From an optimization exercise on the open Yosys and OpenROAD flow, aimed at small area; shortcuts taken in it are not production practice. Only simulation tests tie the RTL to the original design; equivalence was not proved.

==> build 31 <==
==> flow/design.v <==
module bli_fa (input logic a, b, c, output logic s, co);
    assign {co, s} = a + b + c;
endmodule
module bli_ha (input logic a, b, output logic s, co);
    assign {co, s} = a + b;
endmodule
module bli_dbit (input logic s, ovf, nclr, output logic d);
    assign d = nclr && (s || ovf);
endmodule
module bli_xnor (input logic a, b, output logic y);
    assign y = ~(a ^ b);
endmodule
module bli_xor (input logic a, b, output logic y);
    assign y = a ^ b;
endmodule
module bli_nand (input logic a, b, output logic y);
    assign y = ~(a & b);
endmodule
module bli_andn (input logic a, bn, output logic y);
    assign y = a & ~bn;
endmodule
module bli_dbitn (input logic ns, novf, clr, output logic d);
    assign d = ~((ns & novf) | clr);
endmodule
module bli_ovf (input logic q, nc, output logic ovf, novf);
    assign ovf  = q & ~nc;
    assign novf = ~(q & ~nc);
endmodule
module bitline_integrator #(
    parameter int unsigned COLS       = 32,
    parameter int unsigned DATA_WIDTH = 4,
    parameter int unsigned ACC_WIDTH  = 12,
    parameter int unsigned WIN_WIDTH  = 10
) (
    input  logic                       clk,
    input  logic                       rst_n,
    input  logic                       start,
    input  logic                       abort,
    input  logic [WIN_WIDTH-1:0]       window_len,
    input  logic                       sample_valid,
    input  logic [COLS*DATA_WIDTH-1:0] samples,
    output logic                       busy,
    output logic                       out_valid,
    input  logic                       out_ready,
    output logic [COLS*ACC_WIDTH-1:0]  out_sums,
    output logic [COLS-1:0]            out_sat,
    output logic                       sample_dropped
);
    logic                       busy_q, done_q, dropped_q;
    logic [WIN_WIDTH-1:0]       left_q;      
    logic [COLS*ACC_WIDTH-1:0]  sums_q, sums_d;
    logic [COLS-1:0]            sat_q, sat_d;
    logic start_ok, take, last_sample, nclr;
    assign start_ok    = start && !busy_q && (!done_q || out_ready);
    assign take        = busy_q && sample_valid;
    assign last_sample = (left_q == WIN_WIDTH'(1));
    assign nclr        = !start_ok;
    always_ff @(posedge clk or negedge rst_n) begin
        if (!rst_n) begin
            busy_q    <= 1'b0;
            done_q    <= 1'b0;
            dropped_q <= 1'b0;
        end else begin
            dropped_q <= sample_valid && !busy_q;
            if (abort) begin
                busy_q <= 1'b0;
                done_q <= 1'b0;
            end else if (start_ok) begin
                busy_q <= (window_len != '0);
                done_q <= (window_len == '0);
            end else if (take && last_sample) begin
                busy_q <= 1'b0;
                done_q <= 1'b1;
            end else if (done_q && out_ready) begin
                done_q <= 1'b0;
            end
        end
    end
    always_ff @(posedge clk) begin
        if (!busy_q) left_q <= window_len;
        else         left_q <= left_q - WIN_WIDTH'(take);
    end
    for (genvar c = 0; c < COLS; c++) begin : g_col
        logic [ACC_WIDTH-1:0]  q, s;
        logic [ACC_WIDTH-1:0]  cy;
        logic [DATA_WIDTH-1:0] x;
        logic                  ovf, novf;
        logic [ACC_WIDTH-1:0]  ns, ncy;
        assign q = sums_q[c*ACC_WIDTH +: ACC_WIDTH];
        assign x = samples[c*DATA_WIDTH +: DATA_WIDTH] & {DATA_WIDTH{take}};
        logic nx0;
        bli_nand u_x0 (.a(samples[c*DATA_WIDTH]), .b(take), .y(nx0));
        bli_xor  u_s0 (.a(q[0]), .b(nx0), .y(ns[0]));
        bli_andn u_c0 (.a(q[0]), .bn(nx0), .y(cy[1]));
        for (genvar i = 1; i < DATA_WIDTH; i++) begin : g_fa
            bli_fa u (.a(q[i]), .b(x[i]), .c(cy[i]), .s(s[i]), .co(cy[i+1]));
        end
        for (genvar b = DATA_WIDTH; b < ACC_WIDTH; b += 2) begin : g_up
            bli_xnor u_s0 (.a(q[b]),   .b(cy[b]),    .y(ns[b]));
            bli_nand u_c0 (.a(q[b]),   .b(cy[b]),    .y(ncy[b+1]));
            bli_xor  u_s1 (.a(q[b+1]), .b(ncy[b+1]), .y(ns[b+1]));
            if (b + 2 < ACC_WIDTH) begin : g_c1
                bli_andn u_c1 (.a(q[b+1]), .bn(ncy[b+1]), .y(cy[b+2]));
            end
        end
        bli_ovf u_ovf (.q(q[ACC_WIDTH-1]), .nc(ncy[ACC_WIDTH-1]), .ovf(ovf), .novf(novf));
        for (genvar i = DATA_WIDTH; i < ACC_WIDTH; i++) begin : g_dn
            bli_dbitn u (.ns(ns[i]), .novf(novf), .clr(start_ok), .d(sums_d[c*ACC_WIDTH+i]));
        end
        bli_dbitn u_d0 (.ns(ns[0]), .novf(novf), .clr(start_ok), .d(sums_d[c*ACC_WIDTH]));
        for (genvar i = 1; i < DATA_WIDTH; i++) begin : g_d
            bli_dbit u (.s(s[i]), .ovf(ovf), .nclr(nclr), .d(sums_d[c*ACC_WIDTH+i]));
        end
        bli_dbit u_sat (.s(sat_q[c]), .ovf(ovf), .nclr(nclr), .d(sat_d[c]));
    end
    always_ff @(posedge clk) begin
        sums_q <= sums_d;
        sat_q  <= sat_d;
    end
    assign busy           = busy_q;
    assign out_valid      = done_q;
    assign out_sums       = sums_q;
    assign out_sat        = sat_q;
    assign sample_dropped = dropped_q;
endmodule
==> flow/flow/run.sh <==
#!/bin/bash
# Standard layout with these changes: the port buffers are made from the
# smallest buffer cell; every combinational cell from synthesis starts at its
# smallest drive strength (the repair steps size up where needed); the clock
# tree uses no dummy loads.
set -euo pipefail
bash standard.sh \
  BUFFER_PORTS_ARGS="-buffer_cell sky130_fd_sc_hd__buf_1" \
  PRE_FLOORPLAN_TCL="$PWD/flow/downsize.tcl" \
  CTS_ARGS="-sink_clustering_enable -repair_clock_nets -dont_use_dummy_load -sink_clustering_size 30 -sink_clustering_max_diameter 100" \
  finish > standard_flow.log 2>&1
==> flow/flow/downsize.tcl <==
# Give every combinational cell from synthesis its smallest drive strength;
# the flow's own repair steps size up again wherever timing, slew or load need it.
set n_resized 0
set saved 0.0
foreach inst [[ord::get_db_block] getInsts] {
  set master [$inst getMaster]
  set name [$master getName]
  if { ![regexp {^(sky130_fd_sc_hd__[a-z0-9]+)_([0-9]+)$} $name -> base drive] } { continue }
  if { [$master isSequential] } { continue }
  if { [regexp {__(df|edf|sdf|dl|clk|conb|tap|fill|decap|diode)} $base] } { continue }
  set cur [get_lib_cells $name]
  set best $cur
  set best_area [get_property $cur area]
  foreach cand [get_lib_cells ${base}_*] {
    set cname [get_property $cand name]
    if { ![regexp "^${base}_\[0-9\]+\$" $cname] } { continue }
    if { [get_property $cand dont_use] } { continue }
    set a [get_property $cand area]
    if { $a < $best_area } { set best $cand; set best_area $a }
  }
  if { $best != $cur } {
    set saved [expr { $saved + [get_property $cur area] - $best_area }]
    replace_cell [get_cells [$inst getName]] $best
    incr n_resized
  }
}
puts "downsize: $n_resized cells set to their smallest drive, [format %.1f $saved] um2 less"
==> flow/standard.sh <==
#!/bin/bash
# synth_recipe.tcl (not shown) runs the flow's synth.tcl, then flattens the netlist and writes it again
# the make line also repeats each setting of config.mk as NAME=value (left out here)
make -C /OpenROAD-flow-scripts/flow DESIGN_CONFIG=/design/flow/config.mk WORK_HOME=/design/flow/orfs CLKGATE_MAP_FILE= SYNTH_SCRIPT=/design/flow/synth_recipe.tcl "${@:-finish}"
==> flow/config.mk <==
export PLATFORM = sky130hd
export DESIGN_NAME = bitline_integrator
export DESIGN_NICKNAME = bitline_integrator
export VERILOG_FILES = /design/flow/design.v
export SDC_FILE = /design/flow/constraint.sdc
export NUM_CORES = 4
export LEC_CHECK = 0
export CAP_MARGIN = 20
export CORE_MARGIN = 2
export CORE_UTILIZATION = 65
export CTS_CLUSTER_DIAMETER = 100
export CTS_CLUSTER_SIZE = 30
export SLEW_MARGIN = 50
export SYNTH_HIERARCHICAL = 1
==> flow/constraint.sdc <==
create_clock -name core_clock -period 4.0 [get_ports {clk}]
set_input_delay 0.8000 -clock core_clock [delete_from_list [all_inputs] [get_ports {clk}]]
set_output_delay 0.8000 -clock core_clock [all_outputs]
set_load 0.01 [all_outputs]
==> build 71 (differences from build 31) <==
==> flow/design.v, changed modules only <==
module bli_skip (input logic [7:0] hi, input logic c4, output logic c8, ovf);
    assign c8  = c4 && (&hi[3:0]);
    assign ovf = c4 && (&hi);
endmodule
module bitline_integrator #(
    parameter int unsigned COLS       = 32,
    parameter int unsigned DATA_WIDTH = 4,
    parameter int unsigned ACC_WIDTH  = 12,
    parameter int unsigned WIN_WIDTH  = 10
) (
    input  logic                       clk,
    input  logic                       rst_n,
    input  logic                       start,
    input  logic                       abort,
    input  logic [WIN_WIDTH-1:0]       window_len,
    input  logic                       sample_valid,
    input  logic [COLS*DATA_WIDTH-1:0] samples,
    output logic                       busy,
    output logic                       out_valid,
    input  logic                       out_ready,
    output logic [COLS*ACC_WIDTH-1:0]  out_sums,
    output logic [COLS-1:0]            out_sat,
    output logic                       sample_dropped
);
    logic                       busy_q, done_q, dropped_q;
    logic [WIN_WIDTH-1:0]       left_q;      
    logic [COLS*ACC_WIDTH-1:0]  sums_q, sums_d;
    logic [COLS-1:0]            sat_q, sat_d;
    logic start_ok, take, last_sample, nclr;
    assign start_ok    = start && !busy_q && (!done_q || out_ready);
    assign take        = busy_q && sample_valid;
    assign last_sample = (left_q == WIN_WIDTH'(1));
    assign nclr        = !start_ok;
    always_ff @(posedge clk or negedge rst_n) begin
        if (!rst_n) begin
            busy_q    <= 1'b0;
            done_q    <= 1'b0;
            dropped_q <= 1'b0;
        end else begin
            dropped_q <= sample_valid && !busy_q;
            if (abort) begin
                busy_q <= 1'b0;
                done_q <= 1'b0;
            end else if (start_ok) begin
                busy_q <= (window_len != '0);
                done_q <= (window_len == '0);
            end else if (take && last_sample) begin
                busy_q <= 1'b0;
                done_q <= 1'b1;
            end else if (done_q && out_ready) begin
                done_q <= 1'b0;
            end
        end
    end
    always_ff @(posedge clk) begin
        if (start_ok)  left_q <= window_len;
        else if (take) left_q <= left_q - 1'b1;
    end
    for (genvar c = 0; c < COLS; c++) begin : g_col
        logic [ACC_WIDTH-1:0]  q, s;
        logic [ACC_WIDTH-1:0]  cy;
        logic [DATA_WIDTH-1:0] x;
        logic                  ovf;
        assign q = sums_q[c*ACC_WIDTH +: ACC_WIDTH];
        assign x = samples[c*DATA_WIDTH +: DATA_WIDTH] & {DATA_WIDTH{take}};
        bli_ha u_b0 (.a(q[0]), .b(x[0]), .s(s[0]), .co(cy[1]));
        for (genvar i = 1; i < DATA_WIDTH; i++) begin : g_fa
            bli_fa u (.a(q[i]), .b(x[i]), .c(cy[i]), .s(s[i]), .co(cy[i+1]));
        end
        for (genvar i = 4; i < 7; i++) begin : g_ha_lo
            bli_ha u (.a(q[i]), .b(cy[i]), .s(s[i]), .co(cy[i+1]));
        end
        assign s[7] = q[7] ^ cy[7];
        for (genvar i = 8; i < 11; i++) begin : g_ha_hi
            bli_ha u (.a(q[i]), .b(cy[i]), .s(s[i]), .co(cy[i+1]));
        end
        assign s[11] = q[11] ^ cy[11];
        bli_skip u_skip (.hi(q[11:4]), .c4(cy[4]), .c8(cy[8]), .ovf(ovf));
        for (genvar i = 0; i < ACC_WIDTH; i++) begin : g_d
            bli_dbit u (.s(s[i]), .ovf(ovf), .nclr(nclr), .d(sums_d[c*ACC_WIDTH+i]));
        end
        bli_dbit u_sat (.s(sat_q[c]), .ovf(ovf), .nclr(nclr), .d(sat_d[c]));
    end
    always_ff @(posedge clk) begin
        sums_q <= sums_d;
        sat_q  <= sat_d;
    end
    assign busy           = busy_q;
    assign out_valid      = done_q;
    assign out_sums       = sums_q;
    assign out_sat        = sat_q;
    assign sample_dropped = dropped_q;
endmodule
// module bli_xnor removed
// module bli_xor removed
// module bli_nand removed
// module bli_andn removed
// module bli_dbitn removed
// module bli_ovf removed
==> flow/flow/run.sh (replaced) <==
#!/bin/bash
# Standard layout, with the port buffers made from the smallest buffer cell.
set -euo pipefail
bash standard.sh BUFFER_PORTS_ARGS="-buffer_cell sky130_fd_sc_hd__buf_1" finish > standard_flow.log 2>&1
--- a/flow/config.mk
+++ b/flow/config.mk
@@ -8,7 +8,7 @@
 export CAP_MARGIN = 20
 export CORE_MARGIN = 2
-export CORE_UTILIZATION = 65
-export CTS_CLUSTER_DIAMETER = 100
+export CORE_UTILIZATION = 40
+export CTS_CLUSTER_DIAMETER = 150
 export CTS_CLUSTER_SIZE = 30
-export SLEW_MARGIN = 50
+export SLEW_MARGIN = 20
 export SYNTH_HIERARCHICAL = 1
removed: flow/flow/downsize.tcl
==> trial 63 (differences from build 31) <==
==> flow/design.v, changed modules only <==
module bli_skip (input logic [7:0] hi, input logic c4, output logic c8, ovf, novf);
    assign c8   = c4 && (&hi[3:0]);
    assign ovf  = c4 && (&hi);
    assign novf = !(c4 && (&hi));
endmodule
module bitline_integrator #(
    parameter int unsigned COLS       = 32,
    parameter int unsigned DATA_WIDTH = 4,
    parameter int unsigned ACC_WIDTH  = 12,
    parameter int unsigned WIN_WIDTH  = 10
) (
    input  logic                       clk,
    input  logic                       rst_n,
    input  logic                       start,
    input  logic                       abort,
    input  logic [WIN_WIDTH-1:0]       window_len,
    input  logic                       sample_valid,
    input  logic [COLS*DATA_WIDTH-1:0] samples,
    output logic                       busy,
    output logic                       out_valid,
    input  logic                       out_ready,
    output logic [COLS*ACC_WIDTH-1:0]  out_sums,
    output logic [COLS-1:0]            out_sat,
    output logic                       sample_dropped
);
    logic                       busy_q, done_q, dropped_q;
    logic [WIN_WIDTH-1:0]       left_q;      
    logic [COLS*ACC_WIDTH-1:0]  sums_q, sums_d;
    logic [COLS-1:0]            sat_q, sat_d;
    logic start_ok, take, last_sample, nclr;
    assign start_ok    = start && !busy_q && (!done_q || out_ready);
    assign take        = busy_q && sample_valid;
    assign last_sample = (left_q == WIN_WIDTH'(1));
    assign nclr        = !start_ok;
    always_ff @(posedge clk or negedge rst_n) begin
        if (!rst_n) begin
            busy_q    <= 1'b0;
            done_q    <= 1'b0;
            dropped_q <= 1'b0;
        end else begin
            dropped_q <= sample_valid && !busy_q;
            if (abort) begin
                busy_q <= 1'b0;
                done_q <= 1'b0;
            end else if (start_ok) begin
                busy_q <= (window_len != '0);
                done_q <= (window_len == '0);
            end else if (take && last_sample) begin
                busy_q <= 1'b0;
                done_q <= 1'b1;
            end else if (done_q && out_ready) begin
                done_q <= 1'b0;
            end
        end
    end
    always_ff @(posedge clk) begin
        if (start_ok)  left_q <= window_len;
        else if (take) left_q <= left_q - 1'b1;
    end
    for (genvar c = 0; c < COLS; c++) begin : g_col
        logic [ACC_WIDTH-1:0]  q, s;
        logic [ACC_WIDTH-1:0]  cy;
        logic [DATA_WIDTH-1:0] x;
        logic                  ovf;
        assign q = sums_q[c*ACC_WIDTH +: ACC_WIDTH];
        assign x = samples[c*DATA_WIDTH +: DATA_WIDTH] & {DATA_WIDTH{take}};
        bli_ha u_b0 (.a(q[0]), .b(x[0]), .s(s[0]), .co(cy[1]));
        for (genvar i = 1; i < DATA_WIDTH; i++) begin : g_fa
            bli_fa u (.a(q[i]), .b(x[i]), .c(cy[i]), .s(s[i]), .co(cy[i+1]));
        end
        logic [ACC_WIDTH-1:0] ns, ncy;
        logic                 novf;
        bli_skip u_skip (.hi(q[11:4]), .c4(cy[4]), .c8(cy[8]), .ovf(ovf), .novf(novf));
        for (genvar b = 4; b < ACC_WIDTH; b += 4) begin : g_blk
            bli_xnor u_s0 (.a(q[b]),   .b(cy[b]),    .y(ns[b]));
            bli_nand u_c0 (.a(q[b]),   .b(cy[b]),    .y(ncy[b+1]));
            bli_xor  u_s1 (.a(q[b+1]), .b(ncy[b+1]), .y(ns[b+1]));
            bli_andn u_c1 (.a(q[b+1]), .bn(ncy[b+1]), .y(cy[b+2]));
            bli_xnor u_s2 (.a(q[b+2]), .b(cy[b+2]),  .y(ns[b+2]));
            bli_nand u_c2 (.a(q[b+2]), .b(cy[b+2]),  .y(ncy[b+3]));
            bli_xor  u_s3 (.a(q[b+3]), .b(ncy[b+3]), .y(ns[b+3]));
        end
        for (genvar i = DATA_WIDTH; i < ACC_WIDTH; i++) begin : g_dn
            bli_dbitn u (.ns(ns[i]), .novf(novf), .clr(start_ok), .d(sums_d[c*ACC_WIDTH+i]));
        end
        for (genvar i = 0; i < DATA_WIDTH; i++) begin : g_d
            bli_dbit u (.s(s[i]), .ovf(ovf), .nclr(nclr), .d(sums_d[c*ACC_WIDTH+i]));
        end
        bli_dbit u_sat (.s(sat_q[c]), .ovf(ovf), .nclr(nclr), .d(sat_d[c]));
    end
    always_ff @(posedge clk) begin
        sums_q <= sums_d;
        sat_q  <= sat_d;
    end
    assign busy           = busy_q;
    assign out_valid      = done_q;
    assign out_sums       = sums_q;
    assign out_sat        = sat_q;
    assign sample_dropped = dropped_q;
endmodule
// module bli_ovf removed
==> flow/flow/run.sh (replaced) <==
#!/bin/bash
# Standard layout with three changes: the port buffers are made from the
# smallest buffer cell, every combinational cell from synthesis starts at its
# smallest drive strength (the repair steps size up where needed), and cells
# off the critical paths are sized down again after global routing.
set -euo pipefail
bash standard.sh \
  BUFFER_PORTS_ARGS="-buffer_cell sky130_fd_sc_hd__buf_1" \
  PRE_FLOORPLAN_TCL="$PWD/flow/downsize.tcl" \
  RECOVER_POWER=100 \
  finish > standard_flow.log 2>&1
--- a/flow/config.mk
+++ b/flow/config.mk
@@ -8,7 +8,7 @@
 export CAP_MARGIN = 20
 export CORE_MARGIN = 2
-export CORE_UTILIZATION = 65
-export CTS_CLUSTER_DIAMETER = 100
+export CORE_UTILIZATION = 40
+export CTS_CLUSTER_DIAMETER = 150
 export CTS_CLUSTER_SIZE = 30
-export SLEW_MARGIN = 50
+export SLEW_MARGIN = 20
 export SYNTH_HIERARCHICAL = 1
==> run notes <==
- Run status: finished with violations
- Placement-stage worst setup slack: 336 ps
- Layout Check Failures: slew limit
- Final slew viol count: 91
The numbers above come from trial 63.

==> run notes <==
- Run status: timing/DRC/antenna clean
- Buffer cell driving the clock tree root: clkbuf_16
- Die W: 172 um
- Final slew viol count: 0
- GPL Wtd Cong: 0.884
The numbers above come from build 31.

==> run notes <==
- Well-tap cell count: 615
- Run status: timing/DRC/antenna clean
- Final slew viol count: 0
- Placement-stage worst setup slack: 44.5 ps
The numbers above come from build 71.

afterwards: timing with drivers on the ports:
The results above use ideal ports. As a check the final layouts listed here were re-extracted and re-timed, cells and wires unchanged.
Step 1 sets driving cells, clkbuf_16 on the clock port and buf_2 on the other inputs (assumed; they add their load-dependent delay and slew).
Step 2 also shifts input and output timing later by t, the mid clock arrival at the registers, as if the neighbouring blocks saw the same clock.
Slacks: no drivers / after step 1 / after step 2; pairs: no drivers / after step 1.
| run | shift t [ns] | setup slack, ns | worst hold slack (ns) | worst setup path after step 2 | worst data-port slew with drivers (ns) |
|---|---|---|---|---|---|
| build 31 | 0.565 | 0.299 / 0.299 / -0.105 | 0.089 / 0.056 / 0.454 | input to register | 0.10 |
| build 71 | 0.595 | 0.431 / 0.431 / 0.004 | 0.459 / 0.459 / 0.459 | input to register | 0.10 |
| trial 63 | 0.597 | 0.528 / 0.528 / 0.268 | 0.041 / 0.009 / 0.464 | input to register | 0.09 |
Met with ideal ports but missed after step 2: setup timing in build 31. For build 71, which loses most, drivers alone change the setup slack by 0.000 ns; drivers and shift together by -0.427 ns.
